This is an optimization exercise on Yosys and OpenROAD, whose aim is small area, a short achievable clock period and few clock cycles per item, not a production implementation. In this exercise RTL edits were held to simulation tests only and were not proved equivalent to the original. No activity file was given, so power comes from the tool's default toggle rates.

==> inputs of build 53 <==
// duty_gated_waveform_sample
module duty_gated_waveform_sample (
   input  logic                                   clock,
   input  logic                                   reset,
   input  logic                                   req_tvalid,
   output logic                                   req_tready,
   input  logic [dgws_pkg::REQ_DATA_BITS-1:0]     req_tdata,   
   output logic                                   rsp_tvalid,
   input  logic                                   rsp_tready,
   output logic [dgws_pkg::RSP_DATA_BITS-1:0]     rsp_tdata,   
   output logic                                   rsp_tuser,   
   input  logic                                   csr_we,
   input  logic [dgws_pkg::CSR_INDEX_BITS-1:0]    csr_index,
   input  logic [dgws_pkg::CSR_DATA_BITS-1:0]     csr_wdata
);
==> flow/config.mk <==
export PLATFORM = sky130hd
export DESIGN_NAME = duty_gated_waveform_sample
export DESIGN_NICKNAME = duty_gated_waveform_sample
export VERILOG_FILES = /design/flow/design.v
export SDC_FILE = /design/flow/constraint.sdc
export NUM_CORES = 4
export LEC_CHECK = 0
export CAP_MARGIN = 20
export CORE_MARGIN = 2
export CORE_UTILIZATION = 65
export CTS_BUF_LIST = sky130_fd_sc_hd__clkbuf_8
export SETUP_SLACK_MARGIN = 3.8
export SLEW_MARGIN = 20
export TNS_END_PERCENT = 20
==> flow/constraint.sdc <==
create_clock -name core_clock -period 7.0 [get_ports {clock}]
set_input_delay 1.4000 -clock core_clock [delete_from_list [all_inputs] [get_ports {clock}]]
set_output_delay 1.4000 -clock core_clock [all_outputs]
set_load 0.01 [all_outputs]
run.sh (not shown) runs the stock make flow with config.mk's settings and CLKGATE_MAP_FILE= SYNTH_SCRIPT=/design/flow/synth_recipe.tcl, a recipe that flattens the netlist after the stock synthesis.
==> trial 1: changes against build 53 <==
--- a/flow/design.v
+++ b/flow/design.v
@@ -95,73 +95,66 @@
       q       = !d[18];
       rem_out = q ? d[16:0] : s[16:0];
    end
 endmodule
 `timescale 1ns / 1ps
 module dgws_shape_a (
    input  logic [15:0] ph,
    input  logic [2:0]  kind,
-   output logic [15:0] f,         
+   output logic [16:0] f,         
    output logic        flat_fall,
-   output logic        tri_fall,
    output logic        hold_max   
 );
    logic [18:0] p5;
+   logic [16:0] two_t;
    logic [7:0]  idx;
    logic        z;
    logic [7:0]  addr;
    logic [10:0] mag;
    always_comb begin
       p5    = {3'b000, ph} + {1'b0, ph, 2'b00};
+      two_t = ph[15] ? 17'(18'h20000 - {1'b0, ph, 1'b0}) : {ph, 1'b0};
       idx   = ph[13:6];
       z     = !ph[14] && (idx == 8'd0);
       addr  = ph[14] ? ~idx : (idx - 8'd1);
       mag   = z ? 11'd0 : dgws_pkg::sine_entry(addr);
       flat_fall = 1'b0;
-      tri_fall  = 1'b0;
       hold_max  = 1'b0;
       case (kind)
-         3'd1: f = {4'b0, ph[15], mag};
-         3'd2: begin
-            f        = {ph[14:0], 1'b0};
-            tri_fall = ph[15];
-            hold_max = ph[15] && (ph[14:0] == 15'd0);
-         end
+         3'd1: f = {5'b0, ph[15], mag};
+         3'd2: f = two_t;
          3'd3: begin
-            f         = p5[15:0];
+            f         = {1'b0, p5[15:0]};
             flat_fall = p5[18];
             hold_max  = !p5[18] && (p5[17:16] != 2'b00);
          end
-         3'd4: f = ph;
+         3'd4: f = {1'b0, ph};
          default: begin
-            f        = ph;
+            f        = {1'b0, ph};
             hold_max = 1'b1;
          end
       endcase
    end
 endmodule
 module dgws_shape_b (
-   input  logic [15:0] f,
+   input  logic [16:0] f,
    input  logic        flat_fall,
-   input  logic        tri_fall,
    input  logic        hold_max,
    input  logic        win,
    input  logic [2:0]  kind,
    output logic [11:0] code
 );
-   logic        borrow;
-   logic [11:0] m;
+   logic [28:0] prod;
    logic [11:0] y;
    logic [11:0] sine_code;
    logic [11:0] shape;
    always_comb begin
-      borrow    = (f[3:0] < f[15:12]) || ((f[3:0] == f[15:12]) && (f[11:0] != 12'd0));
-      m         = tri_fall ? ~f[15:4] : f[15:4];
-      y         = m - {11'd0, borrow ^ tri_fall};
+      prod      = {f, 12'b0} - {12'b0, f};
+      y         = prod[27:16];
       sine_code = f[11] ? {1'b0, ~f[10:0]} : (12'd2047 + {1'b0, f[10:0]});
       if (kind == 3'd1)        shape = sine_code;
       else if (kind[2:1] == 2'b11 || kind == 3'd5) shape = 12'd0;
       else if (hold_max)       shape = 12'd4095;
       else if (flat_fall)      shape = ~y;
       else                     shape = y;
       code = win ? shape : 12'd0;
    end
@@ -178,49 +171,46 @@
    output logic [dgws_pkg::RSP_DATA_BITS-1:0]     rsp_tdata,   
    output logic                                   rsp_tuser,   
    input  logic                                   csr_we,
    input  logic [dgws_pkg::CSR_INDEX_BITS-1:0]    csr_index,
    input  logic [dgws_pkg::CSR_DATA_BITS-1:0]     csr_wdata
 );
    localparam int NS = 16;   
    logic [16:0] pe_ff;
-   logic [3:0][16:0] npe_cp;
+   logic [16:0] npe_ff;     
    logic [6:0]  duty_ff;
    logic [2:0]  kind_ff;
    logic        wr_pe, wr_duty;
    assign wr_pe   = csr_we && (csr_index == 2'd0);
    assign wr_duty = csr_we && (csr_index == 2'd1);
    always_ff @(posedge clock) begin
       if (reset) begin
          pe_ff   <= 17'd1000;
+         npe_ff  <= ~17'd1000;
          duty_ff <= 7'd50;
          kind_ff <= 3'd0;
       end else begin
          if (wr_pe)   pe_ff   <= (csr_wdata == 17'd0) ? 17'd1 : csr_wdata;
+         if (wr_pe)   npe_ff  <= (csr_wdata == 17'd0) ? ~17'd1 : ~csr_wdata;
          if (wr_duty) duty_ff <= csr_wdata[6:0];
          if (csr_we && csr_index == 2'd2) kind_ff <= csr_wdata[2:0];
       end
    end
-   always_ff @(posedge clock) begin
-      npe_cp <= {npe_cp[2:0], ~pe_ff};
-   end
    logic [4:0]  thr_cnt;
    logic [17:0] thr_ff;
    logic [6:0]  thr_rem;
    logic [1:0]  thr_dig_ff;
    logic        thr_bit_ff;
-   logic [16:0] pe_new;
    logic [31:0] thr_pad;
    logic [8:0]  thr_t;
    logic [9:0]  thr_m1, thr_m2, thr_m3;
    logic [1:0]  thr_dig;
    logic [6:0]  thr_rem_in;
    always_comb begin
-      pe_new  = wr_pe ? ((csr_wdata == 17'd0) ? 17'd1 : csr_wdata) : pe_ff;
       thr_pad = {15'd0, pe_ff};
       thr_t   = {1'b0, thr_rem, 1'b0} + (thr_bit_ff ? {2'b00, duty_ff} : 9'd0);
       thr_m1  = {1'b0, thr_t} - 10'd100;
       thr_m2  = {1'b0, thr_t} - 10'd200;
       thr_m3  = {1'b0, thr_t} - 10'd300;
       if (!thr_m3[9])      begin thr_dig = 2'd3; thr_rem_in = thr_m3[6:0]; end
       else if (!thr_m2[9]) begin thr_dig = 2'd2; thr_rem_in = thr_m2[6:0]; end
       else if (!thr_m1[9]) begin thr_dig = 2'd1; thr_rem_in = thr_m1[6:0]; end
@@ -229,21 +219,21 @@
    always_ff @(posedge clock) begin
       if (reset) begin
          thr_cnt    <= 5'd0;
          thr_ff     <= 18'd500;
          thr_rem    <= 7'd0;
          thr_dig_ff <= 2'd0;
          thr_bit_ff <= 1'b0;
       end else if (wr_pe || wr_duty) begin
-         thr_cnt    <= 5'd18;
+         thr_cnt    <= 5'd19;
          thr_ff     <= 18'd0;
          thr_rem    <= 7'd0;
          thr_dig_ff <= 2'd0;
-         thr_bit_ff <= pe_new[16];
+         thr_bit_ff <= 1'b0;
       end else if (thr_cnt != 5'd0) begin
          thr_cnt    <= thr_cnt - 5'd1;
          thr_ff     <= {thr_ff[16:0], 1'b0} + {16'd0, thr_dig_ff};
          thr_rem    <= thr_rem_in;
          thr_dig_ff <= (thr_cnt == 5'd1) ? 2'd0 : thr_dig;
          thr_bit_ff <= (thr_cnt >= 5'd3) && thr_pad[5'(thr_cnt - 5'd3)];
       end
    end
@@ -283,50 +273,48 @@
          assign vin    = v0;
          assign win_in = w0;
       end else begin : g_next
          assign rin    = drem[k-1];
          assign qin    = dq[k-1];
          assign vin    = dv[k-1];
          assign win_in = dw[k-1];
       end
-      dgws_div_step u_step (.rem(rin), .npe(npe_cp[(k-1)/4]), .rem_out(rout), .q(qb));
+      dgws_div_step u_step (.rem(rin), .npe((k <= NS/2) ? ~pe_ff : npe_ff), .rem_out(rout), .q(qb));
       always_ff @(posedge clock) begin
          if (reset)    dv[k] <= 1'b0;
          else if (adv) dv[k] <= vin;
       end
       always_ff @(posedge clock) begin
          if (adv) begin
             dw[k] <= win_in;
             dq[k] <= {qin[14:0], qb};
             if (k < NS) drem[k] <= rout;
          end
       end
    end
-   logic [15:0] sa_f;
-   logic        sa_fall, sa_tri, sa_max;
-   logic [15:0] sf_f;
-   logic        sf_fall, sf_tri, sf_max, sf_w, sf_v;
-   dgws_shape_a u_sa (.ph(dq[NS]), .kind(kind_ff), .f(sa_f), .flat_fall(sa_fall), .tri_fall(sa_tri),
-                  .hold_max(sa_max));
+   logic [16:0] sa_f;
+   logic        sa_fall, sa_max;
+   logic [16:0] sf_f;
+   logic        sf_fall, sf_max, sf_w, sf_v;
+   dgws_shape_a u_sa (.ph(dq[NS]), .kind(kind_ff), .f(sa_f), .flat_fall(sa_fall), .hold_max(sa_max));
    always_ff @(posedge clock) begin
       if (reset)    sf_v <= 1'b0;
       else if (adv) sf_v <= dv[NS];
    end
    always_ff @(posedge clock) begin
       if (adv) begin
          sf_f    <= sa_f;
          sf_fall <= sa_fall;
-         sf_tri  <= sa_tri;
          sf_max  <= sa_max;
          sf_w    <= dw[NS];
       end
    end
    logic [11:0] sb_code;
-   dgws_shape_b u_sb (.f(sf_f), .flat_fall(sf_fall), .tri_fall(sf_tri), .hold_max(sf_max), .win(sf_w),
+   dgws_shape_b u_sb (.f(sf_f), .flat_fall(sf_fall), .hold_max(sf_max), .win(sf_w),
                       .kind(kind_ff), .code(sb_code));
    logic take;
    logic out_load;
    assign take     = out_v && rsp_tready;
    assign out_load = !out_v || rsp_tready;
    always_ff @(posedge clock) begin
       if (reset) begin
          out_v  <= 1'b0;
CORE_UTILIZATION = 50   (was 65)
CTS_BUF_LIST = not set   (was sky130_fd_sc_hd__clkbuf_8)
SETUP_SLACK_MARGIN = 3.9   (was 3.8)
TNS_END_PERCENT = not set   (was 20)
==> qor.log <==
qor: cells_and_area.fraction_of_area_in_non_clock_buffers 0.0838
qor: outcome.run_status complete, no violations
qor: cells_and_area.design_area 48,200 um2
qor: clock_network.cts.sinks 569
qor: synth.synth.yosys.seq_area_share 0.413
qor: setup_path.timing.reg2reg.worst_path_depth 12
qor: cells_and_area.most_frequent_cells_in_the_layout sky130_fd_sc_hd__edfxtp_1, sky130_fd_sc_hd__nor2_1, sky130_fd_sc_hd__a21oi_1, sky130_fd_sc_hd__ha_1, sky130_fd_sc_hd__buf_4
qor: min_path.worst_hold_startpoint dq[168]$_DFFE_PN_
qor: synth.synth_area 38,700 um2
qor: clock_network.cts_buf_count 68
qor: power.power_per_cell_area 503 nW/um2
The numbers above come from trial 1.

==> qor.log <==
qor: outcome.run_status complete, no violations
qor: synth.synth.yosys.seq_area_share 0.427
qor: setup_path.timing.reg2reg.worst_path_depth 10
qor: clock_network.cts.sinks 620
qor: power.power_per_cell_area 502 nW/um2
qor: cells_and_area.layout.clock_buffers 111
qor: cells_and_area.fraction_of_area_in_non_clock_buffers 0.0353
qor: cells_and_area.design_area 44,400 um2
qor: synth.synth_area 39,800 um2
qor: min_path.worst_hold_startpoint dq[135]$_DFFE_PN_
qor: clock_network.cts_buf_count 98
The numbers above come from build 53.

Testbench counts of build 53, summed over its fixed seeds: cycles 20,880, items 19,200.
Testbench counts of trial 1, summed over its fixed seeds: cycles 20,928, items 19,200.

-- re-timing with driven ports --
Ports are ideal in the flow. The routed layouts listed here were re-timed in OpenROAD.
Step 1, drivers: a clkbuf_16 drives clock and a buf_2 each remaining input, both assumed.
Step 2, shift: input delay + t, output delay - t, t = (earliest + latest rising clock arrival at the registers) / 2. This alone moves slack from input paths to output paths.
Three values: ideal ports, drivers, drivers and shift; two values: the first two.
run | t (ns) | setup WS [ns] | hold WS [ns] | worst setup path after step 2
build 53 | 0.752 | 3.737 / 3.737 / 3.069 | 0.389 / 0.389 / 0.389 | input to register
trial 1 | 0.674 | 3.803 / 3.803 / 3.203 | 0.399 / 0.399 / 0.399 | input to register
After both steps every run listed still meets setup and hold. The setup slack of build 53, which loses most, moves by 0.000 ns with the drivers and by -0.668 ns with both steps.
